Source: an optimization exercise on an open RTL-to-GDS flow (aim: small area, a short achievable clock period and few clock cycles per item). Production flows keep margins and buffers that such runs may drop.
No functional check of the RTL was part of any run shown here.

==> flow/design.v <==
package iir_df1_biquad_axis_pkg;
    localparam int unsigned acc_guard_bits = 3;
endpackage
module iir_fa (
    input  logic a,
    input  logic b,
    input  logic c,
    output logic s,
    output logic co
);
    assign s  = a ^ b ^ c;
    assign co = (a & b) | (a & c) | (b & c);
endmodule
module iir_ha (
    input  logic a,
    input  logic b,
    output logic s,
    output logic co
);
    assign s  = a ^ b;
    assign co = a & b;
endmodule
module iir_x2 (
    input  logic a,
    input  logic b,
    output logic s
);
    assign s = a ^ b;
endmodule
module iir_mj (
    input  logic a,
    input  logic b,
    input  logic c,
    output logic co
);
    assign co = (a & b) | (a & c) | (b & c);
endmodule
module iir_mjn (
    input  logic a,
    input  logic b,
    input  logic cn,
    output logic co
);
    assign co = (a & b) | (a & ~cn) | (b & ~cn);
endmodule
module iir_df1_biquad_axis
#(
    parameter int unsigned coeff_width  = 16,
    parameter int unsigned inout_width  = 16,
    parameter int unsigned scale_factor = 14,
    parameter int          a1_int_coeff = -31880,
    parameter int          a2_int_coeff = 15531,
    parameter int          bo_int_coeff = 167,
    parameter int          b1_int_coeff = -302,
    parameter int          b2_int_coeff = 167
) (
    input  logic                          clk,
    input  logic                          rst,
    input  logic                          s_axis_tvalid,
    input  logic signed [inout_width-1:0] s_axis_tdata,
    output logic                          m_axis_tready,
    output logic signed [inout_width-1:0] m_axis_tdata,
    output logic                          m_axis_tvalid
);
    logic        v1_q, v2_q, v3_q;        
    logic [15:0] hx1_q, hx2_q;            
    logic [15:0] y1_q;                    
    logic [15:0] yb_q;                    
    logic signed [17:0] r, t_d, t_q;
    logic [31:0]  ga_d, ga_q;
    logic [31:7] gb_d, gb_q;
    logic         gc_d, gc_q;
    logic [31:14] acc;
    logic         hi_ok;
    logic [15:0]  y_sat;
    assign r   = 18'(signed'(hx2_q)) - 18'(signed'(hx1_q)) * 18'sd2;
    assign t_d = 18'(signed'(s_axis_tdata)) + r;
    logic gt1, gt2, gt3, gt4, gt5, gt6, gt7, gt8, gt9, gt10, gt11, gt12;
    logic gt13, gt14, gt15, gt16, gt17, gt18, gt19, gt20, gt21, gt22, gt23, gt24;
    logic gt25, gt26, gt27, gt28, gt29, gt30, gt31, gt32, gt33, gt34, gt35, gt36;
    logic gt37, gt38, gt39, gt40, gt41, gt42, gt43, gt44, gt45, gt46, gt47, gt48;
    logic gt49, gt50, gt51, gt52, gt53, gt54, gt55, gt56, gt57, gt58, gt59, gt60;
    logic gt61, gt62, gt63, gt64, gt65, gt66, gt67, gt68, gt69, gt70, gt71, gt72;
    logic gt73, gt74, gt75, gt76, gt77, gt78, gt79, gt80, gt81, gt82, gt83, gt84;
    logic gt85, gt86, gt87, gt88, gt89, gt90, gt91, gt92, gt93, gt94, gt95, gt96;
    logic gt97, gt98, gt99, gt100, gt101, gt102, gt103, gt104, gt105, gt106, gt107, gt108;
    logic gt109, gt110, gt111, gt112, gt113, gt114, gt115, gt116, gt117, gt118, gt119, gt120;
    logic gt121, gt122, gt123, gt124, gt125, gt126, gt127, gt128, gt129, gt130, gt131, gt132;
    logic gt133, gt134, gt135, gt136, gt137, gt138, gt139, gt140, gt141, gt142, gt143, gt144;
    logic gt145, gt146, gt147, gt148, gt149, gt150, gt151, gt152, gt153, gt154, gt155, gt156;
    logic gt157, gt158, gt159, gt160, gt161, gt162, gt163, gt164, gt165, gt166, gt167, gt168;
    logic gt169, gt170, gt171, gt172, gt173, gt174, gt175, gt176, gt177, gt178, gt179, gt180;
    logic gt181, gt182, gt183, gt184, gt185, gt186, gt187, gt188, gt189, gt190, gt191, gt192;
    logic gt193, gt194, gt195, gt196, gt197, gt198, gt199, gt200, gt201, gt202, gt203, gt204;
    logic gt205, gt206, gt207, gt208, gt209, gt210, gt211, gt212, gt213, gt214, gt215, gt216;
    logic gt217, gt218, gt219, gt220, gt221, gt222, gt223, gt224, gt225, gt226, gt227, gt228;
    logic gt229, gt230, gt231, gt232, gt233, gt234, gt235, gt236, gt237, gt238, gt239, gt240;
    logic gt241, gt242, gt243, gt244, gt245, gt246, gt247, gt248, gt249, gt250, gt251, gt252;
    logic gt253, gt254, gt255, gt256, gt257, gt258, gt259, gt260, gt261, gt262, gt263, gt264;
    logic gt265, gt266, gt267, gt268, gt269, gt270, gt271, gt272, gt273, gt274, gt275, gt276;
    logic gt277, gt278, gt279, gt280, gt281, gt282, gt283, gt284, gt285, gt286, gt287, gt288;
    logic gt289, gt290, gt291, gt292, gt293, gt294, gt295, gt296, gt297, gt298, gt299, gt300;
    logic gt301, gt302, gt303, gt304, gt305, gt306, gt307, gt308, gt309, gt310, gt311, gt312;
    logic gt313, gt314, gt315, gt316, gt317, gt318, gt319, gt320, gt321, gt322, gt323, gt324;
    logic gt325, gt326, gt327, gt328, gt329, gt330, gt331, gt332, gt333, gt334, gt335, gt336;
    logic gt337, gt338, gt339, gt340, gt341, gt342, gt343, gt344, gt345, gt346, gt347, gt348;
    logic gt349, gt350, gt351, gt352, gt353, gt354, gt355, gt356, gt357, gt358, gt359, gt360;
    logic gt361, gt362, gt363, gt364, gt365, gt366, gt367, gt368, gt369, gt370, gt371, gt372;
    logic gt373, gt374, gt375, gt376, gt377, gt378, gt379, gt380, gt381, gt382, gt383, gt384;
    logic gt385, gt386, gt387, gt388, gt389, gt390, gt391, gt392, gt393, gt394, gt395, gt396;
    logic gt397, gt398, gt399, gt400, gt401, gt402, gt403, gt404;
    iir_ha u_gt1 (.a(t_q[8]), .b(yb_q[0]), .s(gt1), .co(gt2));
    iir_fa u_gt3 (.a(t_q[6]), .b(t_q[4]), .c(t_q[2]), .s(gt3), .co(gt4));
    iir_ha u_gt5 (.a(t_q[10]), .b(yb_q[2]), .s(gt5), .co(gt6));
    iir_fa u_gt7 (.a(t_q[7]), .b(t_q[5]), .c(t_q[3]), .s(gt7), .co(gt8));
    iir_fa u_gt9 (.a(t_q[8]), .b(t_q[6]), .c(t_q[4]), .s(gt9), .co(gt10));
    iir_fa u_gt11 (.a(hx2_q[6]), .b(yb_q[11]), .c(yb_q[9]), .s(gt11), .co(gt12));
    iir_fa u_gt13 (.a(t_q[9]), .b(t_q[7]), .c(t_q[5]), .s(gt13), .co(gt14));
    iir_fa u_gt15 (.a(hx2_q[7]), .b(yb_q[12]), .c(yb_q[10]), .s(gt15), .co(gt16));
    iir_fa u_gt17 (.a(t_q[10]), .b(t_q[8]), .c(t_q[6]), .s(gt17), .co(gt18));
    iir_fa u_gt19 (.a(hx2_q[8]), .b(yb_q[13]), .c(yb_q[11]), .s(gt19), .co(gt20));
    iir_ha u_gt21 (.a(t_q[14]), .b(yb_q[6]), .s(gt21), .co(gt22));
    iir_fa u_gt23 (.a(t_q[11]), .b(t_q[9]), .c(t_q[7]), .s(gt23), .co(gt24));
    iir_fa u_gt25 (.a(hx2_q[9]), .b(yb_q[14]), .c(yb_q[12]), .s(gt25), .co(gt26));
    iir_ha u_gt27 (.a(t_q[15]), .b(yb_q[15]), .s(gt27), .co(gt28));
    iir_fa u_gt29 (.a(t_q[12]), .b(t_q[10]), .c(t_q[8]), .s(gt29), .co(gt30));
    iir_fa u_gt31 (.a(hx2_q[10]), .b(yb_q[13]), .c(yb_q[11]), .s(gt31), .co(gt32));
    iir_ha u_gt33 (.a(yb_q[9]), .b(yb_q[5]), .s(gt33), .co(gt34));
    iir_ha u_gt35 (.a(t_q[16]), .b(yb_q[8]), .s(gt35), .co(gt36));
    iir_fa u_gt37 (.a(t_q[13]), .b(t_q[11]), .c(t_q[9]), .s(gt37), .co(gt38));
    iir_fa u_gt39 (.a(hx2_q[11]), .b(yb_q[14]), .c(yb_q[12]), .s(gt39), .co(gt40));
    iir_ha u_gt41 (.a(yb_q[10]), .b(yb_q[6]), .s(gt41), .co(gt42));
    iir_ha u_gt43 (.a(t_q[17]), .b(t_q[14]), .s(gt43), .co(gt44));
    assign gt45 = gt43 | gt44;
    iir_fa u_gt46 (.a(t_q[12]), .b(t_q[10]), .c(hx2_q[12]), .s(gt46), .co(gt47));
    iir_fa u_gt48 (.a(yb_q[15]), .b(yb_q[9]), .c(yb_q[3]), .s(gt48), .co(gt49));
    iir_ha u_gt50 (.a(yb_q[13]), .b(yb_q[11]), .s(gt50), .co(gt51));
    iir_ha u_gt52 (.a(t_q[15]), .b(t_q[13]), .s(gt52), .co(gt53));
    assign gt54 = gt52 | gt53;
    iir_fa u_gt55 (.a(t_q[11]), .b(hx2_q[13]), .c(yb_q[14]), .s(gt55), .co(gt56));
    iir_ha u_gt57 (.a(yb_q[12]), .b(yb_q[8]), .s(gt57), .co(gt58));
    iir_ha u_gt59 (.a(t_q[16]), .b(t_q[14]), .s(gt59), .co(gt60));
    assign gt61 = gt59 | gt60;
    iir_fa u_gt62 (.a(t_q[12]), .b(hx2_q[14]), .c(yb_q[13]), .s(gt62), .co(gt63));
    iir_ha u_gt64 (.a(t_q[17]), .b(hx2_q[15]), .s(gt64), .co(gt65));
    assign gt66 = ~(t_q[17] | hx2_q[15]);
    iir_ha u_gt67 (.a(t_q[2]), .b(t_q[0]), .s(gt67), .co(gt68));
    iir_fa u_gt69 (.a(t_q[3]), .b(t_q[1]), .c(hx2_q[1]), .s(gt69), .co(gt70));
    iir_ha u_gt71 (.a(yb_q[6]), .b(yb_q[4]), .s(gt71), .co(gt72));
    iir_fa u_gt73 (.a(t_q[4]), .b(t_q[2]), .c(t_q[0]), .s(gt73), .co(gt74));
    iir_fa u_gt75 (.a(hx2_q[2]), .b(yb_q[7]), .c(yb_q[5]), .s(gt75), .co(gt76));
    iir_ha u_gt77 (.a(yb_q[3]), .b(yb_q[1]), .s(gt77), .co(gt78));
    iir_fa u_gt79 (.a(t_q[5]), .b(t_q[3]), .c(t_q[1]), .s(gt79), .co(gt80));
    iir_fa u_gt81 (.a(hx2_q[3]), .b(yb_q[8]), .c(yb_q[6]), .s(gt81), .co(gt82));
    assign gt83 = ~gt1;
    iir_fa u_gt84 (.a(yb_q[4]), .b(yb_q[2]), .c(gt83), .s(gt84), .co(gt85));
    iir_fa u_gt86 (.a(hx2_q[4]), .b(yb_q[9]), .c(yb_q[7]), .s(gt86), .co(gt87));
    assign gt88 = ~t_q[9];
    iir_fa u_gt89 (.a(gt88), .b(yb_q[5]), .c(yb_q[3]), .s(gt89), .co(gt90));
    assign gt91 = ~gt3;
    iir_fa u_gt92 (.a(yb_q[1]), .b(gt2), .c(gt91), .s(gt92), .co(gt93));
    iir_fa u_gt94 (.a(hx2_q[5]), .b(yb_q[10]), .c(yb_q[8]), .s(gt94), .co(gt95));
    iir_fa u_gt96 (.a(yb_q[6]), .b(yb_q[4]), .c(yb_q[0]), .s(gt96), .co(gt97));
    assign gt98 = ~gt5;
    iir_fa u_gt99 (.a(gt4), .b(gt98), .c(gt7), .s(gt99), .co(gt100));
    iir_fa u_gt101 (.a(yb_q[7]), .b(yb_q[5]), .c(yb_q[1]), .s(gt101), .co(gt102));
    iir_fa u_gt103 (.a(t_q[11]), .b(yb_q[3]), .c(gt6), .s(gt103), .co(gt104));
    iir_fa u_gt105 (.a(gt8), .b(gt9), .c(gt11), .s(gt105), .co(gt106));
    iir_fa u_gt107 (.a(yb_q[8]), .b(yb_q[6]), .c(yb_q[2]), .s(gt107), .co(gt108));
    iir_fa u_gt109 (.a(gt10), .b(gt12), .c(gt13), .s(gt109), .co(gt110));
    assign gt111 = ~gt15;
    iir_fa u_gt112 (.a(t_q[12]), .b(yb_q[4]), .c(gt111), .s(gt112), .co(gt113));
    iir_fa u_gt114 (.a(yb_q[9]), .b(yb_q[7]), .c(yb_q[3]), .s(gt114), .co(gt115));
    iir_fa u_gt116 (.a(gt14), .b(gt16), .c(gt17), .s(gt116), .co(gt117));
    assign gt118 = ~gt19;
    iir_fa u_gt119 (.a(t_q[13]), .b(yb_q[5]), .c(gt118), .s(gt119), .co(gt120));
    iir_fa u_gt121 (.a(yb_q[10]), .b(yb_q[8]), .c(yb_q[4]), .s(gt121), .co(gt122));
    iir_fa u_gt123 (.a(gt18), .b(gt20), .c(gt23), .s(gt123), .co(gt124));
    assign gt125 = ~gt25;
    iir_fa u_gt126 (.a(yb_q[0]), .b(gt21), .c(gt125), .s(gt126), .co(gt127));
    assign gt128 = ~gt33;
    iir_fa u_gt129 (.a(yb_q[7]), .b(yb_q[1]), .c(gt128), .s(gt129), .co(gt130));
    iir_fa u_gt131 (.a(gt24), .b(gt26), .c(gt29), .s(gt131), .co(gt132));
    assign gt133 = ~gt31;
    iir_fa u_gt134 (.a(gt22), .b(gt27), .c(gt133), .s(gt134), .co(gt135));
    assign gt136 = ~yb_q[2];
    iir_fa u_gt137 (.a(gt136), .b(gt34), .c(gt41), .s(gt137), .co(gt138));
    iir_fa u_gt139 (.a(gt30), .b(gt32), .c(gt37), .s(gt139), .co(gt140));
    assign gt141 = ~gt39;
    iir_fa u_gt142 (.a(gt28), .b(gt35), .c(gt141), .s(gt142), .co(gt143));
    iir_fa u_gt144 (.a(yb_q[7]), .b(gt42), .c(gt50), .s(gt144), .co(gt145));
    iir_fa u_gt146 (.a(gt36), .b(gt43), .c(gt48), .s(gt146), .co(gt147));
    iir_fa u_gt148 (.a(gt38), .b(gt40), .c(gt46), .s(gt148), .co(gt149));
    assign gt150 = ~gt51;
    iir_fa u_gt151 (.a(yb_q[10]), .b(yb_q[4]), .c(gt150), .s(gt151), .co(gt152));
    iir_fa u_gt153 (.a(gt57), .b(gt45), .c(gt47), .s(gt153), .co(gt154));
    assign gt155 = ~gt55;
    iir_fa u_gt156 (.a(gt49), .b(gt52), .c(gt155), .s(gt156), .co(gt157));
    iir_fa u_gt158 (.a(yb_q[15]), .b(yb_q[11]), .c(yb_q[5]), .s(gt158), .co(gt159));
    iir_fa u_gt160 (.a(yb_q[9]), .b(gt58), .c(gt54), .s(gt160), .co(gt161));
    assign gt162 = ~gt59;
    iir_fa u_gt163 (.a(gt56), .b(gt162), .c(gt62), .s(gt163), .co(gt164));
    iir_fa u_gt165 (.a(t_q[15]), .b(t_q[13]), .c(yb_q[14]), .s(gt165), .co(gt166));
    assign gt167 = ~yb_q[10];
    iir_fa u_gt168 (.a(yb_q[12]), .b(gt167), .c(yb_q[6]), .s(gt168), .co(gt169));
    iir_fa u_gt170 (.a(gt64), .b(gt61), .c(gt63), .s(gt170), .co(gt171));
    iir_ha u_gt172 (.a(t_q[16]), .b(t_q[14]), .s(gt172), .co(gt173));
    assign gt174 = gt172 | gt173;
    iir_fa u_gt175 (.a(yb_q[15]), .b(yb_q[13]), .c(yb_q[7]), .s(gt175), .co(gt176));
    iir_ha u_gt177 (.a(yb_q[11]), .b(gt66), .s(gt177), .co(gt178));
    iir_fa u_gt179 (.a(t_q[17]), .b(yb_q[14]), .c(yb_q[8]), .s(gt179), .co(gt180));
    iir_ha u_gt181 (.a(t_q[1]), .b(yb_q[4]), .s(gt181), .co(gt182));
    iir_fa u_gt183 (.a(hx2_q[0]), .b(yb_q[5]), .c(yb_q[3]), .s(gt183), .co(gt184));
    iir_ha u_gt185 (.a(t_q[5]), .b(yb_q[1]), .s(gt185), .co(gt186));
    assign gt187 = ~t_q[5] & yb_q[1];
    assign gt188 = ~t_q[6];
    iir_fa u_gt189 (.a(gt188), .b(yb_q[2]), .c(yb_q[0]), .s(gt189), .co(gt190));
    iir_fa u_gt191 (.a(gt68), .b(gt71), .c(gt69), .s(gt191), .co(gt192));
    assign gt193 = ~t_q[7];
    iir_fa u_gt194 (.a(gt193), .b(gt72), .c(gt77), .s(gt194), .co(gt195));
    iir_fa u_gt196 (.a(gt70), .b(gt73), .c(gt75), .s(gt196), .co(gt197));
    iir_fa u_gt198 (.a(gt78), .b(gt74), .c(gt76), .s(gt198), .co(gt199));
    iir_fa u_gt200 (.a(gt79), .b(gt81), .c(gt84), .s(gt200), .co(gt201));
    iir_fa u_gt202 (.a(gt80), .b(gt82), .c(gt86), .s(gt202), .co(gt203));
    assign gt204 = ~gt92;
    iir_fa u_gt205 (.a(gt89), .b(gt85), .c(gt204), .s(gt205), .co(gt206));
    iir_fa u_gt207 (.a(gt87), .b(gt90), .c(gt94), .s(gt207), .co(gt208));
    assign gt209 = ~gt93;
    iir_fa u_gt210 (.a(gt96), .b(gt209), .c(gt99), .s(gt210), .co(gt211));
    iir_fa u_gt212 (.a(gt95), .b(gt97), .c(gt101), .s(gt212), .co(gt213));
    assign gt214 = ~gt103;
    iir_fa u_gt215 (.a(gt100), .b(gt214), .c(gt105), .s(gt215), .co(gt216));
    iir_fa u_gt217 (.a(gt102), .b(gt107), .c(gt106), .s(gt217), .co(gt218));
    assign gt219 = ~gt109;
    iir_fa u_gt220 (.a(gt104), .b(gt219), .c(gt112), .s(gt220), .co(gt221));
    iir_fa u_gt222 (.a(gt108), .b(gt114), .c(gt110), .s(gt222), .co(gt223));
    assign gt224 = ~gt116;
    iir_fa u_gt225 (.a(gt113), .b(gt224), .c(gt119), .s(gt225), .co(gt226));
    iir_fa u_gt227 (.a(gt115), .b(gt121), .c(gt117), .s(gt227), .co(gt228));
    assign gt229 = ~gt123;
    iir_fa u_gt230 (.a(gt120), .b(gt229), .c(gt126), .s(gt230), .co(gt231));
    iir_fa u_gt232 (.a(gt122), .b(gt124), .c(gt131), .s(gt232), .co(gt233));
    iir_fa u_gt234 (.a(gt129), .b(gt127), .c(gt134), .s(gt234), .co(gt235));
    iir_fa u_gt236 (.a(gt130), .b(gt135), .c(gt142), .s(gt236), .co(gt237));
    iir_fa u_gt238 (.a(gt137), .b(gt132), .c(gt139), .s(gt238), .co(gt239));
    iir_fa u_gt240 (.a(gt138), .b(gt144), .c(gt140), .s(gt240), .co(gt241));
    assign gt242 = ~gt148;
    iir_fa u_gt243 (.a(gt143), .b(gt146), .c(gt242), .s(gt243), .co(gt244));
    iir_fa u_gt245 (.a(gt145), .b(gt149), .c(gt153), .s(gt245), .co(gt246));
    iir_fa u_gt247 (.a(gt151), .b(gt147), .c(gt156), .s(gt247), .co(gt248));
    iir_fa u_gt249 (.a(gt158), .b(gt152), .c(gt157), .s(gt249), .co(gt250));
    iir_fa u_gt251 (.a(gt154), .b(gt160), .c(gt163), .s(gt251), .co(gt252));
    assign gt253 = ~gt165;
    iir_fa u_gt254 (.a(gt159), .b(gt253), .c(gt168), .s(gt254), .co(gt255));
    iir_fa u_gt256 (.a(gt161), .b(gt164), .c(gt170), .s(gt256), .co(gt257));
    iir_fa u_gt258 (.a(gt169), .b(gt172), .c(gt175), .s(gt258), .co(gt259));
    iir_fa u_gt260 (.a(gt166), .b(gt177), .c(gt171), .s(gt260), .co(gt261));
    iir_fa u_gt262 (.a(t_q[15]), .b(yb_q[12]), .c(gt174), .s(gt262), .co(gt263));
    assign gt264 = ~gt178;
    iir_fa u_gt265 (.a(gt176), .b(gt179), .c(gt264), .s(gt265), .co(gt266));
    iir_ha u_gt267 (.a(t_q[16]), .b(yb_q[15]), .s(gt267), .co(gt268));
    assign gt269 = gt267 | gt268;
    assign gt270 = ~yb_q[13];
    iir_fa u_gt271 (.a(gt270), .b(yb_q[9]), .c(gt180), .s(gt271), .co(gt272));
    iir_ha u_gt273 (.a(t_q[17]), .b(yb_q[10]), .s(gt273), .co(gt274));
    iir_ha u_gt275 (.a(t_q[0]), .b(yb_q[3]), .s(gt275), .co(gt276));
    assign gt277 = ~t_q[4];
    iir_fa u_gt278 (.a(gt277), .b(yb_q[2]), .c(yb_q[0]), .s(gt278), .co(gt279));
    assign gt280 = ~gt185;
    iir_fa u_gt281 (.a(gt182), .b(gt280), .c(gt67), .s(gt281), .co(gt282));
    iir_fa u_gt283 (.a(gt187), .b(gt184), .c(gt189), .s(gt283), .co(gt284));
    iir_fa u_gt285 (.a(gt190), .b(gt194), .c(gt192), .s(gt285), .co(gt286));
    iir_fa u_gt287 (.a(gt195), .b(gt197), .c(gt198), .s(gt287), .co(gt288));
    iir_fa u_gt289 (.a(gt199), .b(gt202), .c(gt201), .s(gt289), .co(gt290));
    iir_fa u_gt291 (.a(gt203), .b(gt207), .c(gt206), .s(gt291), .co(gt292));
    iir_fa u_gt293 (.a(gt208), .b(gt212), .c(gt211), .s(gt293), .co(gt294));
    iir_fa u_gt295 (.a(gt213), .b(gt216), .c(gt217), .s(gt295), .co(gt296));
    assign gt297 = ~gt221;
    iir_fa u_gt298 (.a(gt218), .b(gt297), .c(gt222), .s(gt298), .co(gt299));
    assign gt300 = ~gt226;
    iir_fa u_gt301 (.a(gt223), .b(gt300), .c(gt227), .s(gt301), .co(gt302));
    assign gt303 = ~gt231;
    iir_fa u_gt304 (.a(gt228), .b(gt303), .c(gt232), .s(gt304), .co(gt305));
    assign gt306 = ~gt233;
    iir_fa u_gt307 (.a(gt306), .b(gt235), .c(gt236), .s(gt307), .co(gt308));
    assign gt309 = ~gt237;
    iir_fa u_gt310 (.a(gt309), .b(gt239), .c(gt240), .s(gt310), .co(gt311));
    assign gt312 = ~gt244;
    iir_fa u_gt313 (.a(gt241), .b(gt312), .c(gt245), .s(gt313), .co(gt314));
    assign gt315 = ~gt246;
    iir_fa u_gt316 (.a(gt315), .b(gt248), .c(gt249), .s(gt316), .co(gt317));
    assign gt318 = ~gt252;
    iir_fa u_gt319 (.a(gt254), .b(gt250), .c(gt318), .s(gt319), .co(gt320));
    assign gt321 = ~gt257;
    iir_fa u_gt322 (.a(gt255), .b(gt258), .c(gt321), .s(gt322), .co(gt323));
    assign gt324 = ~gt262;
    iir_fa u_gt325 (.a(gt259), .b(gt324), .c(gt265), .s(gt325), .co(gt326));
    iir_fa u_gt327 (.a(gt267), .b(gt271), .c(gt266), .s(gt327), .co(gt328));
    assign gt329 = ~gt273;
    iir_fa u_gt330 (.a(yb_q[14]), .b(gt269), .c(gt329), .s(gt330), .co(gt331));
    iir_ha u_gt332 (.a(yb_q[15]), .b(yb_q[11]), .s(gt332), .co(gt333));
    assign gt334 = ~(yb_q[15] | yb_q[11]);
    iir_ha u_gt335 (.a(t_q[1]), .b(yb_q[1]), .s(gt335), .co(gt336));
    assign gt337 = ~t_q[1] & yb_q[1];
    assign gt338 = ~t_q[2];
    iir_fa u_gt339 (.a(gt338), .b(yb_q[2]), .c(yb_q[0]), .s(gt339), .co(gt340));
    assign gt341 = ~t_q[3];
    iir_fa u_gt342 (.a(gt341), .b(yb_q[1]), .c(gt275), .s(gt342), .co(gt343));
    iir_fa u_gt344 (.a(gt276), .b(gt181), .c(gt278), .s(gt344), .co(gt345));
    iir_fa u_gt346 (.a(gt279), .b(gt183), .c(gt281), .s(gt346), .co(gt347));
    iir_fa u_gt348 (.a(gt282), .b(gt283), .c(gt191), .s(gt348), .co(gt349));
    iir_fa u_gt350 (.a(gt284), .b(gt196), .c(gt285), .s(gt350), .co(gt351));
    iir_fa u_gt352 (.a(gt286), .b(gt287), .c(gt200), .s(gt352), .co(gt353));
    iir_fa u_gt354 (.a(gt288), .b(gt205), .c(gt289), .s(gt354), .co(gt355));
    iir_fa u_gt356 (.a(gt210), .b(gt290), .c(gt291), .s(gt356), .co(gt357));
    iir_fa u_gt358 (.a(gt215), .b(gt292), .c(gt293), .s(gt358), .co(gt359));
    assign gt360 = ~gt220;
    iir_fa u_gt361 (.a(gt360), .b(gt294), .c(gt295), .s(gt361), .co(gt362));
    assign gt363 = ~gt225;
    iir_fa u_gt364 (.a(gt363), .b(gt296), .c(gt298), .s(gt364), .co(gt365));
    assign gt366 = ~gt230;
    iir_fa u_gt367 (.a(gt366), .b(gt299), .c(gt301), .s(gt367), .co(gt368));
    assign gt369 = ~gt234;
    iir_fa u_gt370 (.a(gt369), .b(gt302), .c(gt304), .s(gt370), .co(gt371));
    assign gt372 = ~gt307;
    iir_fa u_gt373 (.a(gt238), .b(gt305), .c(gt372), .s(gt373), .co(gt374));
    assign gt375 = ~gt310;
    iir_fa u_gt376 (.a(gt243), .b(gt308), .c(gt375), .s(gt376), .co(gt377));
    assign gt378 = ~gt247;
    iir_fa u_gt379 (.a(gt378), .b(gt311), .c(gt313), .s(gt379), .co(gt380));
    assign gt381 = ~gt316;
    iir_fa u_gt382 (.a(gt251), .b(gt314), .c(gt381), .s(gt382), .co(gt383));
    assign gt384 = ~gt256;
    iir_fa u_gt385 (.a(gt384), .b(gt317), .c(gt319), .s(gt385), .co(gt386));
    assign gt387 = ~gt260;
    iir_fa u_gt388 (.a(gt387), .b(gt320), .c(gt322), .s(gt388), .co(gt389));
    assign gt390 = ~gt261;
    iir_fa u_gt391 (.a(gt390), .b(gt325), .c(gt323), .s(gt391), .co(gt392));
    assign gt393 = ~gt263;
    iir_fa u_gt394 (.a(gt393), .b(gt326), .c(gt327), .s(gt394), .co(gt395));
    assign gt396 = ~gt330;
    iir_fa u_gt397 (.a(gt396), .b(gt272), .c(gt328), .s(gt397), .co(gt398));
    assign gt399 = ~gt274;
    iir_fa u_gt400 (.a(gt332), .b(gt399), .c(gt331), .s(gt400), .co(gt401));
    iir_ha u_gt402 (.a(yb_q[12]), .b(gt334), .s(gt402), .co(gt403));
    assign gt404 = ~yb_q[12] & gt334;
    logic [7:0] g_lo;
    assign g_lo = {1'b0, gt347, gt345, gt343, gt340, gt337, ~t_q[0], t_q[0]} + {1'b0, gt348, gt346, gt344, gt342, gt339, ~gt335, yb_q[0]};
    assign ga_d = {1'b1, 1'b0, ~yb_q[14], ~yb_q[13], gt404, gt401, ~gt398, ~gt395, ~gt392, ~gt389, ~gt386, gt383, gt380, ~gt377, gt374, gt371, gt368, gt365, gt362, gt359, gt357, gt355, gt353, gt351, gt349, g_lo[6:0]};
    assign gb_d = {1'b0, 1'b0, yb_q[15], yb_q[14], yb_q[13], ~gt402, gt400, ~gt397, ~gt394, ~gt391, ~gt388, ~gt385, gt382, gt379, ~gt376, gt373, gt370, gt367, gt364, gt361, gt358, gt356, gt354, gt352, gt350};
    assign gc_d = g_lo[7];
    logic lt1, lt2, lt3, lt4, lt5, lt6, lt7, lt8, lt9, lt10, lt11, lt12;
    logic lt13, lt14, lt15, lt16, lt17, lt18, lt19, lt20, lt21, lt22, lt23, lt24;
    logic lt25, lt26, lt27, lt28, lt29, lt30, lt31, lt32, lt33, lt34, lt35, lt36;
    logic lt37, lt38, lt39, lt40, lt41, lt42, lt43, lt44, lt45, lt46, lt47, lt48;
    logic lt49, lt50, lt51, lt52, lt53, lt54, lt55, lt56, lt57, lt58, lt59, lt60;
    logic lt61, lt62, lt63, lt64, lt65, lt66, lt67, lt68, lt69, lt70, lt71, lt72;
    logic lt73, lt74, lt75, lt76, lt77, lt78, lt79, lt80, lt81, lt82, lt83, lt84;
    logic lt85, lt86, lt87, lt88, lt89, lt90, lt91, lt92, lt93, lt94, lt95, lt96;
    logic lt97, lt98, lt99, lt100, lt101, lt102, lt103, lt104, lt105, lt106, lt107, lt108;
    logic lt109, lt110, lt111, lt112, lt113, lt114, lt115, lt116, lt117, lt118, lt119, lt120;
    logic lt121, lt122, lt123, lt124, lt125, lt126, lt127, lt128, lt129, lt130, lt131, lt132;
    logic lt133, lt134, lt135, lt136, lt137, lt138, lt139, lt140, lt141, lt142, lt143, lt144;
    logic lt145, lt146, lt147, lt148, lt149, lt150, lt151, lt152, lt153, lt154, lt155, lt156;
    logic lt157, lt158, lt159, lt160, lt161, lt162, lt163, lt164, lt165, lt166, lt167, lt168;
    logic lt169, lt170, lt171, lt172, lt173, lt174, lt175, lt176, lt177, lt178, lt179, lt180;
    logic lt181, lt182, lt183, lt184, lt185, lt186, lt187, lt188, lt189, lt190, lt191, lt192;
    logic lt193, lt194, lt195, lt196, lt197, lt198, lt199, lt200, lt201, lt202, lt203, lt204;
    logic lt205, lt206;
    iir_x2 u_lt1 (.a(ga_q[7]), .b(gb_q[7]), .s(lt1));
    assign lt2 = ga_q[7] & gb_q[7];
    iir_x2 u_lt3 (.a(ga_q[8]), .b(gb_q[8]), .s(lt3));
    assign lt4 = ga_q[8] & gb_q[8];
    iir_x2 u_lt5 (.a(ga_q[9]), .b(gb_q[9]), .s(lt5));
    assign lt6 = ga_q[9] & gb_q[9];
    iir_x2 u_lt7 (.a(ga_q[10]), .b(gb_q[10]), .s(lt7));
    iir_x2 u_lt8 (.a(lt7), .b(y1_q[7]), .s(lt8));
    iir_mj u_lt9 (.a(ga_q[10]), .b(gb_q[10]), .c(y1_q[7]), .co(lt9));
    iir_x2 u_lt10 (.a(ga_q[11]), .b(gb_q[11]), .s(lt10));
    iir_x2 u_lt11 (.a(lt10), .b(y1_q[8]), .s(lt11));
    iir_mj u_lt12 (.a(ga_q[11]), .b(gb_q[11]), .c(y1_q[8]), .co(lt12));
    iir_x2 u_lt13 (.a(ga_q[12]), .b(gb_q[12]), .s(lt13));
    iir_x2 u_lt14 (.a(lt13), .b(y1_q[9]), .s(lt14));
    iir_mj u_lt15 (.a(ga_q[12]), .b(gb_q[12]), .c(y1_q[9]), .co(lt15));
    iir_x2 u_lt16 (.a(ga_q[13]), .b(gb_q[13]), .s(lt16));
    iir_x2 u_lt17 (.a(lt16), .b(y1_q[10]), .s(lt17));
    iir_mj u_lt18 (.a(ga_q[13]), .b(gb_q[13]), .c(y1_q[10]), .co(lt18));
    iir_x2 u_lt19 (.a(ga_q[14]), .b(gb_q[14]), .s(lt19));
    iir_x2 u_lt20 (.a(lt19), .b(y1_q[11]), .s(lt20));
    iir_mj u_lt21 (.a(ga_q[14]), .b(gb_q[14]), .c(y1_q[11]), .co(lt21));
    iir_x2 u_lt22 (.a(ga_q[15]), .b(gb_q[15]), .s(lt22));
    iir_x2 u_lt23 (.a(lt22), .b(y1_q[12]), .s(lt23));
    iir_mj u_lt24 (.a(ga_q[15]), .b(gb_q[15]), .c(y1_q[12]), .co(lt24));
    iir_x2 u_lt25 (.a(y1_q[8]), .b(y1_q[0]), .s(lt25));
    assign lt26 = y1_q[8] & y1_q[0];
    iir_x2 u_lt27 (.a(ga_q[16]), .b(gb_q[16]), .s(lt27));
    iir_x2 u_lt28 (.a(lt27), .b(y1_q[13]), .s(lt28));
    iir_mj u_lt29 (.a(ga_q[16]), .b(gb_q[16]), .c(y1_q[13]), .co(lt29));
    iir_x2 u_lt30 (.a(y1_q[9]), .b(y1_q[6]), .s(lt30));
    iir_x2 u_lt31 (.a(lt30), .b(y1_q[1]), .s(lt31));
    iir_mjn u_lt32 (.a(y1_q[9]), .b(y1_q[1]), .cn(y1_q[6]), .co(lt32));
    iir_x2 u_lt33 (.a(ga_q[17]), .b(gb_q[17]), .s(lt33));
    iir_x2 u_lt34 (.a(lt33), .b(y1_q[14]), .s(lt34));
    iir_mj u_lt35 (.a(ga_q[17]), .b(gb_q[17]), .c(y1_q[14]), .co(lt35));
    iir_x2 u_lt36 (.a(y1_q[10]), .b(y1_q[7]), .s(lt36));
    iir_x2 u_lt37 (.a(lt36), .b(y1_q[2]), .s(lt37));
    iir_mjn u_lt38 (.a(y1_q[10]), .b(y1_q[2]), .cn(y1_q[7]), .co(lt38));
    iir_x2 u_lt39 (.a(ga_q[18]), .b(gb_q[18]), .s(lt39));
    iir_x2 u_lt40 (.a(lt39), .b(y1_q[11]), .s(lt40));
    iir_mj u_lt41 (.a(ga_q[18]), .b(gb_q[18]), .c(y1_q[11]), .co(lt41));
    iir_x2 u_lt42 (.a(y1_q[15]), .b(y1_q[8]), .s(lt42));
    iir_x2 u_lt43 (.a(lt42), .b(y1_q[3]), .s(lt43));
    iir_mjn u_lt44 (.a(y1_q[15]), .b(y1_q[8]), .cn(y1_q[3]), .co(lt44));
    iir_x2 u_lt45 (.a(ga_q[19]), .b(gb_q[19]), .s(lt45));
    iir_x2 u_lt46 (.a(lt45), .b(y1_q[12]), .s(lt46));
    iir_mj u_lt47 (.a(ga_q[19]), .b(gb_q[19]), .c(y1_q[12]), .co(lt47));
    iir_x2 u_lt48 (.a(y1_q[9]), .b(y1_q[4]), .s(lt48));
    assign lt49 = ~y1_q[9] & y1_q[4];
    iir_x2 u_lt50 (.a(ga_q[20]), .b(gb_q[20]), .s(lt50));
    iir_x2 u_lt51 (.a(lt50), .b(y1_q[13]), .s(lt51));
    iir_mj u_lt52 (.a(ga_q[20]), .b(gb_q[20]), .c(y1_q[13]), .co(lt52));
    iir_x2 u_lt53 (.a(y1_q[10]), .b(y1_q[5]), .s(lt53));
    assign lt54 = ~y1_q[10] & y1_q[5];
    iir_x2 u_lt55 (.a(ga_q[21]), .b(gb_q[21]), .s(lt55));
    iir_x2 u_lt56 (.a(lt55), .b(y1_q[14]), .s(lt56));
    iir_mj u_lt57 (.a(ga_q[21]), .b(gb_q[21]), .c(y1_q[14]), .co(lt57));
    iir_x2 u_lt58 (.a(y1_q[11]), .b(y1_q[6]), .s(lt58));
    assign lt59 = ~y1_q[11] & y1_q[6];
    iir_x2 u_lt60 (.a(ga_q[22]), .b(gb_q[22]), .s(lt60));
    iir_x2 u_lt61 (.a(lt60), .b(y1_q[7]), .s(lt61));
    iir_mj u_lt62 (.a(ga_q[22]), .b(gb_q[22]), .c(y1_q[7]), .co(lt62));
    iir_x2 u_lt63 (.a(y1_q[15]), .b(y1_q[12]), .s(lt63));
    assign lt64 = ~y1_q[15] & ~y1_q[12];
    iir_x2 u_lt65 (.a(ga_q[23]), .b(gb_q[23]), .s(lt65));
    iir_x2 u_lt66 (.a(lt65), .b(y1_q[8]), .s(lt66));
    iir_mj u_lt67 (.a(ga_q[23]), .b(gb_q[23]), .c(y1_q[8]), .co(lt67));
    iir_x2 u_lt68 (.a(ga_q[24]), .b(gb_q[24]), .s(lt68));
    assign lt69 = ga_q[24] & gb_q[24];
    iir_x2 u_lt70 (.a(ga_q[25]), .b(gb_q[25]), .s(lt70));
    assign lt71 = ga_q[25] & gb_q[25];
    iir_x2 u_lt72 (.a(gc_q), .b(y1_q[4]), .s(lt72));
    assign lt73 = gc_q & y1_q[4];
    iir_x2 u_lt74 (.a(y1_q[5]), .b(y1_q[1]), .s(lt74));
    iir_x2 u_lt75 (.a(lt74), .b(lt2), .s(lt75));
    iir_mj u_lt76 (.a(y1_q[5]), .b(y1_q[1]), .c(lt2), .co(lt76));
    iir_x2 u_lt77 (.a(y1_q[6]), .b(y1_q[2]), .s(lt77));
    iir_x2 u_lt78 (.a(lt77), .b(lt4), .s(lt78));
    iir_mj u_lt79 (.a(y1_q[6]), .b(y1_q[2]), .c(lt4), .co(lt79));
    iir_x2 u_lt80 (.a(y1_q[3]), .b(lt6), .s(lt80));
    iir_x2 u_lt81 (.a(lt80), .b(lt8), .s(lt81));
    iir_mj u_lt82 (.a(y1_q[3]), .b(lt6), .c(lt8), .co(lt82));
    iir_x2 u_lt83 (.a(y1_q[4]), .b(lt9), .s(lt83));
    iir_x2 u_lt84 (.a(lt83), .b(lt11), .s(lt84));
    iir_mj u_lt85 (.a(y1_q[4]), .b(lt9), .c(lt11), .co(lt85));
    iir_x2 u_lt86 (.a(y1_q[5]), .b(lt12), .s(lt86));
    iir_x2 u_lt87 (.a(lt86), .b(lt14), .s(lt87));
    iir_mj u_lt88 (.a(y1_q[5]), .b(lt12), .c(lt14), .co(lt88));
    iir_x2 u_lt89 (.a(y1_q[6]), .b(lt15), .s(lt89));
    iir_x2 u_lt90 (.a(lt89), .b(lt17), .s(lt90));
    iir_mj u_lt91 (.a(y1_q[6]), .b(lt15), .c(lt17), .co(lt91));
    iir_x2 u_lt92 (.a(y1_q[7]), .b(lt18), .s(lt92));
    iir_x2 u_lt93 (.a(lt92), .b(lt20), .s(lt93));
    iir_mj u_lt94 (.a(y1_q[7]), .b(lt18), .c(lt20), .co(lt94));
    iir_x2 u_lt95 (.a(lt25), .b(lt21), .s(lt95));
    iir_x2 u_lt96 (.a(lt95), .b(lt23), .s(lt96));
    iir_mj u_lt97 (.a(lt25), .b(lt21), .c(lt23), .co(lt97));
    iir_x2 u_lt98 (.a(lt26), .b(lt24), .s(lt98));
    iir_x2 u_lt99 (.a(lt98), .b(lt28), .s(lt99));
    iir_mj u_lt100 (.a(lt26), .b(lt24), .c(lt28), .co(lt100));
    iir_x2 u_lt101 (.a(lt29), .b(lt32), .s(lt101));
    iir_x2 u_lt102 (.a(lt101), .b(lt34), .s(lt102));
    iir_mj u_lt103 (.a(lt29), .b(lt32), .c(lt34), .co(lt103));
    iir_x2 u_lt104 (.a(lt35), .b(lt38), .s(lt104));
    iir_x2 u_lt105 (.a(lt104), .b(lt40), .s(lt105));
    iir_mj u_lt106 (.a(lt35), .b(lt38), .c(lt40), .co(lt106));
    iir_x2 u_lt107 (.a(lt48), .b(lt41), .s(lt107));
    iir_x2 u_lt108 (.a(lt107), .b(lt44), .s(lt108));
    iir_mjn u_lt109 (.a(lt48), .b(lt44), .cn(lt41), .co(lt109));
    iir_x2 u_lt110 (.a(lt49), .b(lt47), .s(lt110));
    iir_x2 u_lt111 (.a(lt110), .b(lt51), .s(lt111));
    iir_mj u_lt112 (.a(lt49), .b(lt47), .c(lt51), .co(lt112));
    iir_x2 u_lt113 (.a(lt54), .b(lt52), .s(lt113));
    iir_x2 u_lt114 (.a(lt113), .b(lt56), .s(lt114));
    iir_mj u_lt115 (.a(lt54), .b(lt52), .c(lt56), .co(lt115));
    iir_x2 u_lt116 (.a(lt59), .b(lt63), .s(lt116));
    iir_x2 u_lt117 (.a(lt116), .b(lt57), .s(lt117));
    iir_mj u_lt118 (.a(lt59), .b(lt63), .c(lt57), .co(lt118));
    iir_x2 u_lt119 (.a(lt64), .b(lt62), .s(lt119));
    iir_x2 u_lt120 (.a(lt119), .b(lt66), .s(lt120));
    iir_mj u_lt121 (.a(lt64), .b(lt62), .c(lt66), .co(lt121));
    iir_x2 u_lt122 (.a(y1_q[9]), .b(lt68), .s(lt122));
    iir_x2 u_lt123 (.a(lt122), .b(lt67), .s(lt123));
    iir_mj u_lt124 (.a(y1_q[9]), .b(lt68), .c(lt67), .co(lt124));
    iir_x2 u_lt125 (.a(y1_q[15]), .b(y1_q[10]), .s(lt125));
    iir_x2 u_lt126 (.a(lt125), .b(lt69), .s(lt126));
    iir_mj u_lt127 (.a(y1_q[15]), .b(y1_q[10]), .c(lt69), .co(lt127));
    iir_x2 u_lt128 (.a(ga_q[26]), .b(gb_q[26]), .s(lt128));
    iir_x2 u_lt129 (.a(lt128), .b(y1_q[11]), .s(lt129));
    iir_mj u_lt130 (.a(ga_q[26]), .b(gb_q[26]), .c(y1_q[11]), .co(lt130));
    iir_x2 u_lt131 (.a(ga_q[27]), .b(gb_q[27]), .s(lt131));
    assign lt132 = ga_q[27] & gb_q[27];
    iir_x2 u_lt133 (.a(ga_q[28]), .b(gb_q[28]), .s(lt133));
    assign lt134 = ga_q[28] & gb_q[28];
    iir_x2 u_lt135 (.a(ga_q[29]), .b(gb_q[29]), .s(lt135));
    assign lt136 = ga_q[29] & gb_q[29];
    iir_x2 u_lt137 (.a(y1_q[0]), .b(lt72), .s(lt137));
    assign lt138 = y1_q[0] & lt72;
    iir_x2 u_lt139 (.a(lt73), .b(lt3), .s(lt139));
    iir_x2 u_lt140 (.a(lt139), .b(lt75), .s(lt140));
    iir_mj u_lt141 (.a(lt73), .b(lt3), .c(lt75), .co(lt141));
    iir_x2 u_lt142 (.a(lt5), .b(lt78), .s(lt142));
    iir_x2 u_lt143 (.a(lt142), .b(lt76), .s(lt143));
    iir_mj u_lt144 (.a(lt5), .b(lt78), .c(lt76), .co(lt144));
    iir_x2 u_lt145 (.a(y1_q[0]), .b(lt79), .s(lt145));
    iir_x2 u_lt146 (.a(lt145), .b(lt81), .s(lt146));
    iir_mjn u_lt147 (.a(lt79), .b(lt81), .cn(y1_q[0]), .co(lt147));
    iir_x2 u_lt148 (.a(y1_q[1]), .b(lt84), .s(lt148));
    iir_x2 u_lt149 (.a(lt148), .b(lt82), .s(lt149));
    iir_mjn u_lt150 (.a(lt84), .b(lt82), .cn(y1_q[1]), .co(lt150));
    iir_x2 u_lt151 (.a(y1_q[2]), .b(lt87), .s(lt151));
    iir_x2 u_lt152 (.a(lt151), .b(lt85), .s(lt152));
    iir_mjn u_lt153 (.a(lt87), .b(lt85), .cn(y1_q[2]), .co(lt153));
    iir_x2 u_lt154 (.a(y1_q[3]), .b(lt90), .s(lt154));
    iir_x2 u_lt155 (.a(lt154), .b(lt88), .s(lt155));
    iir_mjn u_lt156 (.a(lt90), .b(lt88), .cn(y1_q[3]), .co(lt156));
    iir_x2 u_lt157 (.a(y1_q[4]), .b(lt93), .s(lt157));
    iir_x2 u_lt158 (.a(lt157), .b(lt91), .s(lt158));
    iir_mjn u_lt159 (.a(lt93), .b(lt91), .cn(y1_q[4]), .co(lt159));
    iir_x2 u_lt160 (.a(y1_q[5]), .b(lt96), .s(lt160));
    iir_x2 u_lt161 (.a(lt160), .b(lt94), .s(lt161));
    iir_mjn u_lt162 (.a(lt96), .b(lt94), .cn(y1_q[5]), .co(lt162));
    iir_x2 u_lt163 (.a(lt31), .b(lt99), .s(lt163));
    iir_x2 u_lt164 (.a(lt163), .b(lt97), .s(lt164));
    iir_mjn u_lt165 (.a(lt99), .b(lt97), .cn(lt31), .co(lt165));
    iir_x2 u_lt166 (.a(lt37), .b(lt102), .s(lt166));
    iir_x2 u_lt167 (.a(lt166), .b(lt100), .s(lt167));
    iir_mjn u_lt168 (.a(lt102), .b(lt100), .cn(lt37), .co(lt168));
    iir_x2 u_lt169 (.a(lt43), .b(lt105), .s(lt169));
    iir_x2 u_lt170 (.a(lt169), .b(lt103), .s(lt170));
    iir_mj u_lt171 (.a(lt43), .b(lt105), .c(lt103), .co(lt171));
    iir_x2 u_lt172 (.a(lt46), .b(lt108), .s(lt172));
    iir_x2 u_lt173 (.a(lt172), .b(lt106), .s(lt173));
    iir_mj u_lt174 (.a(lt46), .b(lt108), .c(lt106), .co(lt174));
    iir_x2 u_lt175 (.a(lt53), .b(lt109), .s(lt175));
    iir_x2 u_lt176 (.a(lt175), .b(lt111), .s(lt176));
    iir_mjn u_lt177 (.a(lt53), .b(lt109), .cn(lt111), .co(lt177));
    iir_x2 u_lt178 (.a(lt58), .b(lt114), .s(lt178));
    iir_x2 u_lt179 (.a(lt178), .b(lt112), .s(lt179));
    iir_mjn u_lt180 (.a(lt114), .b(lt112), .cn(lt58), .co(lt180));
    iir_x2 u_lt181 (.a(lt61), .b(lt117), .s(lt181));
    iir_x2 u_lt182 (.a(lt181), .b(lt115), .s(lt182));
    iir_mj u_lt183 (.a(lt61), .b(lt117), .c(lt115), .co(lt183));
    iir_x2 u_lt184 (.a(y1_q[13]), .b(lt118), .s(lt184));
    iir_x2 u_lt185 (.a(lt184), .b(lt120), .s(lt185));
    iir_mjn u_lt186 (.a(lt118), .b(lt120), .cn(y1_q[13]), .co(lt186));
    iir_x2 u_lt187 (.a(y1_q[14]), .b(lt123), .s(lt187));
    iir_x2 u_lt188 (.a(lt187), .b(lt121), .s(lt188));
    iir_mjn u_lt189 (.a(lt123), .b(lt121), .cn(y1_q[14]), .co(lt189));
    iir_x2 u_lt190 (.a(lt70), .b(lt126), .s(lt190));
    iir_x2 u_lt191 (.a(lt190), .b(lt124), .s(lt191));
    iir_mj u_lt192 (.a(lt70), .b(lt126), .c(lt124), .co(lt192));
    iir_x2 u_lt193 (.a(lt71), .b(lt129), .s(lt193));
    iir_x2 u_lt194 (.a(lt193), .b(lt127), .s(lt194));
    iir_mj u_lt195 (.a(lt71), .b(lt129), .c(lt127), .co(lt195));
    iir_x2 u_lt196 (.a(y1_q[12]), .b(lt131), .s(lt196));
    iir_x2 u_lt197 (.a(lt196), .b(lt130), .s(lt197));
    iir_mj u_lt198 (.a(y1_q[12]), .b(lt131), .c(lt130), .co(lt198));
    iir_x2 u_lt199 (.a(y1_q[13]), .b(lt132), .s(lt199));
    iir_x2 u_lt200 (.a(lt199), .b(lt133), .s(lt200));
    iir_mj u_lt201 (.a(y1_q[13]), .b(lt132), .c(lt133), .co(lt201));
    iir_x2 u_lt202 (.a(y1_q[14]), .b(lt134), .s(lt202));
    iir_x2 u_lt203 (.a(lt202), .b(lt135), .s(lt203));
    iir_mj u_lt204 (.a(y1_q[14]), .b(lt134), .c(lt135), .co(lt204));
    iir_x2 u_lt205 (.a(y1_q[15]), .b(lt136), .s(lt205));
    assign lt206 = ~y1_q[15] & lt136;
    logic [31:0] l_sum;
    assign l_sum = {lt206, lt204, lt201, lt198, lt195, lt192, lt189, lt186, lt183, lt180, ~lt177, lt174, lt171, lt168, lt165, lt162, lt159, lt156, lt153, lt150, lt147, lt144, lt141, lt138, lt137, ga_q[6], ga_q[5], ga_q[4], ga_q[3], ga_q[2], ga_q[1], ga_q[0]} + {1'b1, ~lt205, lt203, lt200, lt197, lt194, lt191, ~lt188, ~lt185, lt182, ~lt179, lt176, lt173, lt170, ~lt167, ~lt164, ~lt161, ~lt158, ~lt155, ~lt152, ~lt149, ~lt146, lt143, lt140, lt1, y1_q[3], y1_q[2], y1_q[1], y1_q[0], 1'b0, 1'b0, 1'b0};
    assign acc = l_sum[31:14];
    assign hi_ok = (acc[31:29] == 3'b000) || (acc[31:29] == 3'b111);
    assign y_sat = hi_ok ? acc[29:14] : {acc[31], {15{~acc[31]}}};
    always_ff @(posedge clk) begin
        t_q  <= t_d;
        ga_q <= ga_d;
        gb_q <= gb_d;
        gc_q <= gc_d;
        if (rst) begin
            v1_q  <= 1'b0;
            v2_q  <= 1'b0;
            v3_q  <= 1'b0;
            hx1_q <= '0;
            hx2_q <= '0;
            y1_q  <= '0;
            yb_q  <= '0;
        end else begin
            v1_q <= s_axis_tvalid;
            v2_q <= v1_q;
            v3_q <= v2_q;
            if (s_axis_tvalid) begin
                hx1_q <= s_axis_tdata;
                hx2_q <= hx1_q;
            end
            if (v2_q) begin
                y1_q <= y_sat;
            end
            if (v1_q && v2_q) begin
                yb_q <= y_sat;
            end else if (v1_q || v2_q) begin
                yb_q <= y1_q;
            end
        end
    end
    assign m_axis_tready = 1'b1;
    assign m_axis_tdata  = y1_q;
    assign m_axis_tvalid = v3_q;
endmodule
==> flow/run.sh <==
#!/bin/bash
# synth_recipe.tcl (not shown) runs the flow's synth.tcl, then flattens the netlist and writes it again
# the make line also repeats each setting of config.mk as NAME=value (left out here)
make -C /OpenROAD-flow-scripts/flow DESIGN_CONFIG=/design/flow/config.mk WORK_HOME=/design/flow/orfs CLKGATE_MAP_FILE= SYNTH_SCRIPT=/design/flow/synth_recipe.tcl finish
==> flow/config.mk <==
export PLATFORM = sky130hd
export DESIGN_NAME = iir_df1_biquad_axis
export DESIGN_NICKNAME = iir_df1_biquad_axis
export VERILOG_FILES = /design/flow/design.v
export SDC_FILE = /design/flow/constraint.sdc
export NUM_CORES = 4
export LEC_CHECK = 0
export ABC_AREA = 1
export CAP_MARGIN = 20
export CORE_MARGIN = 2
export CORE_UTILIZATION = 40
export SETUP_SLACK_MARGIN = 3.2
export SLEW_MARGIN = 20
export SYNTH_HIERARCHICAL = 1
export SYNTH_MINIMUM_KEEP_SIZE = 0
==> flow/constraint.sdc <==
create_clock -name core_clock -period 7.0 [get_ports {clk}]
set_input_delay 1.4000 -clock core_clock [delete_from_list [all_inputs] [get_ports {clk}]]
set_output_delay 1.4000 -clock core_clock [all_outputs]
set_load 0.01 [all_outputs]
==> results of run 1 <==
[per-module statistics from Yosys, one instance, submodules excluded]
module               copies in the design  flip-flops and latches  cells  area (um2)
iir_df1_biquad_axis                     1                     136   1088        7720
iir_mjn                                16                       0      5        25.0
iir_mj                                 42                       0      4        21.3
iir_fa                                143                       0      1        20.0
iir_x2                                132                       0      5        18.8
iir_ha                                 26                       0      1        12.5
[registers in the layout, indices dropped and copies added (netlist names)]
signal / flops
ga_q: 27
gb_q: 23
gc_q: 1
hx1_q: 16
hx2_q: 16
t_q: 18
v1_q: 1
v2_q: 1
v3_q: 1
y1_q: 16
yb_q: 16
[cell type report]
type / instances / area [um2] / area share
clock inverter: 15 / 106 / 0.00651
timing repair buffer: 53 / 518 / 0.0317
multi-input combinational: 1442 / 9810 / 0.600
tap: 468 / 586 / 0.0358
clock buffer: 17 / 425 / 0.0260
sequential: 136 / 2780 / 0.170
inverter: 564 / 2120 / 0.130
[layout by cell type (no fill, tap or decap), types with 7 or more instances in the layout]
cell type	instances
sky130_fd_sc_hd__nand3_2	59
sky130_fd_sc_hd__nor2_2	9
sky130_fd_sc_hd__o21bai_1	9
sky130_fd_sc_hd__clkbuf_16	17
sky130_fd_sc_hd__a211oi_1	30
sky130_fd_sc_hd__inv_1	563
sky130_fd_sc_hd__nand4_1	8
sky130_fd_sc_hd__xor2_1	21
sky130_fd_sc_hd__nand2_2	22
sky130_fd_sc_hd__o21ai_0	25
sky130_fd_sc_hd__dfxtp_4	14
sky130_fd_sc_hd__a21oi_1	69
sky130_fd_sc_hd__o21ai_1	12
sky130_fd_sc_hd__nand3_1	24
sky130_fd_sc_hd__clkdlybuf4s50_1	34
sky130_fd_sc_hd__ha_1	73
sky130_fd_sc_hd__fa_1	159
sky130_fd_sc_hd__nor2_1	78
sky130_fd_sc_hd__xnor2_1	8
sky130_fd_sc_hd__a21oi_2	7
sky130_fd_sc_hd__nand2_1	786
sky130_fd_sc_hd__dfxtp_1	120
sky130_fd_sc_hd__buf_4	15
sky130_fd_sc_hd__a21o_1	7
[timing repair]
action,in CTS,in global routing
gates resized for setup,13,39
pin swaps,1,3
endpoints found under the hold margin,0,0
setup endpoints to repair,33,36
setup buffers,1,15
[metal layers]
metal  wire length (um)  vias up  track usage
met5                  0        -            0
met4                635        0       0.0540
met3               1210       40       0.0283
met2              17200      185        0.340
met1              17100     5808        0.256
li1                   -     6450            -
[kinds of logic after synthesis]
kind of cell,synth area share
adders and majority gates,0.282
DFF,0.186
xor gates and xnor gates,0.0173
AOI/OAI and AO/OA,0.0709
and+or+nand+nor,0.292
buffers and inverters,0.152
other,0.000256
[final timing paths]
check | start | to | cells after the start
setup / recovery | s_axis_tdata[2] | t_q[17] | 17
hold reg to reg | v1_q | v2_q | 2
hold / removal | v1_q | v2_q | 2
setup reg to reg | y1_q[9] | yb_q[8] | 30
[tightest hold or removal path: stages, from the launching register on]
cell and delay, ns:
sky130_fd_sc_hd__dfxtp_1 0.32, sky130_fd_sc_hd__inv_1 0.05, sky130_fd_sc_hd__nor2_1 0.03
==> summary.txt, run 1 <==
warning count from the yosys run 7; leading cell type by number of instances after synthesis sky130_fd_sc_hd__nand2_1; worst stage delay on the critical path between 0.5 and 0.6 ns; source-to-sink clock delay at the later pin of the worst-skew pair about 0.43 ns; Finish-stage setup viols 0; core area between 0.03 and 0.04 mm2; fin. max-slew vios 0; classification of the worst-slack hold path flop to flop; Initial Util 0.404; vias after detailed routing 12.5k; Yosys top cell area share 0.217; overall track demand over capacity in global routing 0.196; dominant register cell in the synthesized netlist sky130_fd_sc_hd__dfxtp_1; number of nets produced by synthesis ~2.4k; placed instance area between 0.015 and 0.02 mm2; number of ports placed on the die boundary 37; largest net degree at the start of global routing 68; final wirelength ~36000 um; HPWL after detailed placement ~29000 um; Post-Route Utilization 0.450; worst setup path class input port to flop; final hold slack roughly 0.46 ns; total overflow reported by the global router 0; Critical Path End Type flop; top fanout value on the critical path 3; deepest clock path buffer count 2; number of distinct library cells after synthesis 42; post-synthesis sequential element count roughly 140; clock-pin transition on the worst setup and hold timing paths 0.07 ns; sequential-to-total area share from yosys stat 0.186; worst-case register-to-register setup slack ~3.5 ns; post-synthesis instance total between 2k and 2.5k; final non-filler cell total ~2.7k; Worst setup SP type input port; Worst Max-Slew Pin Slew around 1.1 ns; average detailed-routed wire length per instance approximately 13 um; total negative setup slack 0 ns; vias in the first global route about 12k; Synth area leader sky130_fd_sc_hd__fa_1; CP most frequent cell sky130_fd_sc_hd__nand2_1; critical path, cell by cell clkdlybuf4s50_1 > inv_1 > fa_1 > inv_1 > ha_4 > nand2_1 > nand2_1 > nand3_1 > nand2_1 > nand2_1 > nand2_1 > nand3_1 > nand2_1 > a21oi_1 > nor2_1 > nor2_1 > xor2_1; Fmax achieved approximately 280 MHz; quantity of I/O buffers inserted on ports 35; number of detailed-route iterations in the first pass 7; post-cts hold buffer count 0; cell class contributing the biggest share of worst-path delay simple AND/OR/NAND/NOR gates; Die ar. 0.0382 mm2; number of max-capacitance violations reported 0; TritonCTS clock tree yes; cell row count 70; minimum clock period after layout 3.58 ns; depth of the CTS H-tree 4; post-detailed-route count of antenna-violating nets 0; design area ~0.016 mm2; average cell area after synthesis between 6 and 7 um2; clock skew about 0.011 ns; Initial DRC Count ~770; routability congestion estimate just over 0.9; Tcrit/Tclk final 0.511; post-synth design cell area between 0.01 and 0.015 mm2; buffer type at the clock tree root sky130_fd_sc_hd__clkbuf_16; fin worst setup slack around 3.4 ns; wire length of the first global-routing pass between 50000 and 60000 um; share of cells above drive strength 1 0.0826; final number of hold-violating endpoints 0; number of enable-type register cells in the synthesized netlist 0; FFs w/ async S/R, synth 0; number of buffers inserted during clock tree synthesis 17; critical path buffer and inverter count 3; diodes inserted 0; number of fillers in the final layout approximately 3.7k; run status no timing/DRC/antenna violations; top cell types by occurrence after synthesis sky130_fd_sc_hd__nand2_1, sky130_fd_sc_hd__inv_1, sky130_fd_sc_hd__fa_1; number of sinks handled by clock tree synthesis about 140; Die Y 196 um; dpl cells roughly 2.6k; Worst Path Arrival about 4 ns; RSZ-0062 raised after global routing true; worst slew margin relative to its limit 0.296; total number of nets in the final design 2468; width of the die 196 um; via-per-instance ratio 4.63; Post-Place Worst Slack between 2 and 3 ns; DR DRC count 0; ranking of synthesized cells by area sky130_fd_sc_hd__fa_1, sky130_fd_sc_hd__nand2_1, sky130_fd_sc_hd__dfxtp_1; master of the slowest instance on the critical path sky130_fd_sc_hd__fa_1; antenna violations before repair 0; required time reported for the critical path endpoint roughly 7.3 ns; Synth-to-Final Area Change 11.3%
==> run 2: changes to the inputs <==
--- a/flow/config.mk
+++ b/flow/config.mk
@@ -11,3 +11,3 @@
 export CORE_UTILIZATION = 40
-export SETUP_SLACK_MARGIN = 3.2
+export SETUP_SLACK_MARGIN = 3.6
 export SLEW_MARGIN = 20
==> run 2 against run 1 <==
Critical path depth rose by 8. Clock-buffer cell count unchanged. Synthesized cell count is the same. Wire length grew 12%. Global-route usage rose by 1.6 points. Critical endpoint is now yb_q[10]. Design area up 11%. Sequential cell count is the same. Clock skew rose by 0.0021 ns. Highest routed layer unchanged. Register-to-register slack better by 0.15 ns. Die area is the same.
==> summary.txt, run 2 <==
Die Y 196 um (unchanged); ranking of synthesized cells by area sky130_fd_sc_hd__fa_1, sky130_fd_sc_hd__nand2_1, sky130_fd_sc_hd__dfxtp_1; cell row count 70 (unchanged); overall track demand over capacity in global routing 0.213 (+0.0162); total number of nets in the final design 2537 (+2.8%); sequential-to-total area share from yosys stat 0.186 (unchanged); vias after detailed routing 13.1k (+4.7%); share of synthesized cell area in full adder, half adder and majority cells 0.282 (unchanged); number of fillers in the final layout 3474 (-5.4%); number of max-capacitance violations reported 0 (unchanged); Die ar. 0.0382 mm2 (unchanged); minimum clock period after layout 3.34 ns (-0.236 ns); sequential cell area in the final layout 0.00280 mm2 (+0.72%); required time reported for the critical path endpoint 7.27 ns (-0.04 ns); critical path buffer and inverter count 5 (+2); placed instance area 0.0156 mm2 (+0.28%); source-to-sink clock delay at the later pin of the worst-skew pair 0.43 ns (about the same); Worst Max-Slew Pin Slew 1.15 ns (+0.101 ns); via-per-instance ratio 4.73 (+2.1%); most common library cell in the layout ignoring fill and taps sky130_fd_sc_hd__nand2_1; top fanout value on the critical path 7 (+4); post-synthesis sequential element count 136 (unchanged); master of the slowest instance on the critical path sky130_fd_sc_hd__dfxtp_4; number of sinks handled by clock tree synthesis 136 (unchanged); CP most frequent cell sky130_fd_sc_hd__nand2_1; buffer type at the clock tree root sky130_fd_sc_hd__clkbuf_16; Fmax achieved 299 MHz (+7.1%); number of buffers inserted during clock tree synthesis 17 (unchanged); Post-Place Worst Slack 2.80 ns (+0.136 ns); average cell area after synthesis 6.78 um2 (unchanged); vias in the first global route 12.7k (+4.9%); number of detailed-route iterations in the first pass 5 (-2); Initial DRC Count 692 (-9.5%); DR top layer met4; width of the die 196 um (unchanged); post-detailed-route count of antenna-violating nets 0 (unchanged); depth of the CTS H-tree 4 (unchanged); Synth area leader sky130_fd_sc_hd__fa_1; deepest clock path buffer count 2 (unchanged); Finish-stage setup viols 0 (unchanged); FFs w/ async S/R, synth 0 (unchanged); DR DRC count 0 (unchanged); quantity of I/O buffers inserted on ports 35 (unchanged); worst stage delay on the critical path 0.39 ns (-0.14 ns); detailed-routed wire length on met3 1660 um (+37%); final wirelength 40300 um (+12%); run status no timing/DRC/antenna violations; Synth-to-Final Area Change 23.5%; number of distinct library cells after synthesis 42 (unchanged); diodes inserted 0 (unchanged); area fraction in and, or, nand and nor cells after synthesis 0.292 (unchanged); xor-xnor portion of the synthesized cell area 0.0173 (unchanged); number of ports placed on the die boundary 37 (unchanged); multiplexer share of the synthesized area 0 (unchanged); final non-filler cell total 2764 (+2.6%); largest registers ranked by flip-flop count ga_q x27, gb_q x23, t_q x18; clock skew 0.0133 ns (+0.00205 ns); fin worst setup slack 3.66 ns (+0.236 ns); wire length of the first global-routing pass 64000 um (+8.1%); largest family of logic cells by synthesized area simple AND/OR/NAND/NOR gates; share of cells above drive strength 1 0.197 (+0.114); antenna violations before repair 0 (unchanged); RSZ-0062 raised after global routing true; core area 0.0363 mm2 (unchanged); HPWL after detailed placement 30100 um (+3.5%); post-synth design cell area 0.0147 mm2 (unchanged); TritonCTS clock tree yes; worst setup path class flop to flop; top cell types by occurrence after synthesis sky130_fd_sc_hd__nand2_1, sky130_fd_sc_hd__inv_1, sky130_fd_sc_hd__fa_1; Initial Util 0.404 (unchanged); average detailed-routed wire length per instance 14.6 um (+9.0%); dominant register cell in the synthesized netlist sky130_fd_sc_hd__dfxtp_1; compound-gate portion of the synthesized area 0.0709 (unchanged); total negative setup slack 0 ns (unchanged); WL met1 18400 um (+7.4%); Yosys top cell area share 0.217 (unchanged); footprint of the multi-input gates 0.0108 mm2 (+10%); final hold slack 0.445 ns (-0.0107 ns); number of enable-type register cells in the synthesized netlist 0 (unchanged); met2 wirelength from detailed routing 19200 um (+12%); post-cts hold buffer count 0 (unchanged); post-synthesis instance total 2165 (unchanged); design area 0.0181 mm2 (+11%); most frequent cells in the layout sky130_fd_sc_hd__nand2_1, sky130_fd_sc_hd__inv_1, sky130_fd_sc_hd__fa_1; cell class contributing the biggest share of worst-path delay simple AND/OR/NAND/NOR gates; number of nets produced by synthesis 2419 (unchanged); warning count from the yosys run 7 (unchanged); Worst Path Arrival 3.61 ns (-0.28 ns); Worst setup SP type flop; largest register by flop count ga_q; classification of the worst-slack hold path flop to flop; worst slew margin relative to its limit 0.230 (-0.0656); dpl cells 2647 (unchanged); Tcrit/Tclk final 0.477 (-0.0338); fin. max-slew vios 0 (unchanged); routability congestion estimate 0.911 (+0.14%); final number of hold-violating endpoints 0 (unchanged); clock-pin transition on the worst setup and hold timing paths 0.07 ns (about the same); Critical Path End Type flop; total overflow reported by the global router 0 (unchanged); largest net degree at the start of global routing 68 (unchanged); flip-flop count of the largest register, all copies and words added 27 (unchanged); leading cell type by number of instances after synthesis sky130_fd_sc_hd__nand2_1
run 2: timing repair:
action	CTS	global route
setup endpoints to repair	38	46
pin swaps	9	114
setup buffers	31	51
resized for setup	62	273
gates cloned	0	2
run 2: final timing paths:
kind / from / endpoint / slack (ns) / cells after the start
max: y1_q[8] / yb_q[10] / 3.66 / 25
min: v1_q / v2_q / 0.44 / 2
max reg2reg: y1_q[8] / yb_q[10] / 3.66 / 25
min reg2reg: v1_q / v2_q / 0.44 / 2
run 2: per-layer routing:
metal | up-vias | track usage
met4 | 0 | 0.0664
met1 | 6145 | 0.280
met2 | 261 | 0.362
met3 | 69 | 0.0306
met5 | - | 0
li1 | 6597 | -
run 2: area by class of cell:
class	count	share of cell area
multi-input combinational	1443	0.596
timing repair buffer	121	0.0644
inverter	564	0.117
sequential	136	0.154
tap	468	0.0323
clock inverter	15	0.0124
clock buffer	17	0.0235
run 2: cells by family after synthesis:
family / count (synthesis)
other: 1
DFF: 136
AOI/OAI and AO/OA: 174
buffers and inverters: 587
xor gates and xnor gates: 29
and+or+nand+nor: 1003
adders and majority gates: 235
run 2: per-stage QoR:
| stage | util |
|---|---|
| floorplan | - |
| global placement | 0.428 |
| detailed placement | 0.428 |
| CTS | 0.460 |
| global route | 0.499 |
| finish | 0.499 |
run 2: tightest hold or removal path, stage by stage, from the launching register on:
cell and delay [ns]:
sky130_fd_sc_hd__dfxtp_1 0.32, sky130_fd_sc_hd__inv_1 0.05, sky130_fd_sc_hd__nor2_1 0.03
run 2: per-module statistics from Yosys, one instance, submodules excluded:
module / cell area [um2] / flip-flops and latches / copies in the design / cells
iir_fa: 20.0 / 0 / 143 / 1
iir_df1_biquad_axis: 7720 / 136 / 1 / 1088
iir_mjn: 25.0 / 0 / 16 / 5
iir_x2: 18.8 / 0 / 132 / 5
iir_mj: 21.3 / 0 / 42 / 4
iir_ha: 12.5 / 0 / 26 / 1

-- static timing again, ports no longer ideal --
The flow's constraints put no driver on any port. The routed layouts listed below were extracted and timed again, unchanged, in two steps. Step 1 sets driving cells, clkbuf_16 on the clock port and buf_2 on the other inputs (assumed; they add their load-dependent delay and slew). Step 2 also shifts input and output timing later by t, the mid clock arrival at the registers, as if the neighbouring blocks saw the same clock. a / b / c = ideal / step 1 / step 2; a / b = the first two.
| run | shift t [ns] | setup slack, ns | worst hold slack (ns) | worst setup path after step 2 | cell pins on the clock port's net |
|---|---|---|---|---|---|
| run 1 | 0.479 | 3.424 / 3.457 / 2.978 | 0.456 / 0.456 / 0.456 | input to register | 1 |
| run 2 | 0.478 | 3.660 / 3.660 / 3.231 | 0.445 / 0.445 / 0.445 | input to register | 1 |
After both steps setup and hold are still met in every run listed. The setup slack of run 1, which loses most, moves by +0.033 ns with the drivers and by -0.446 ns with both steps.
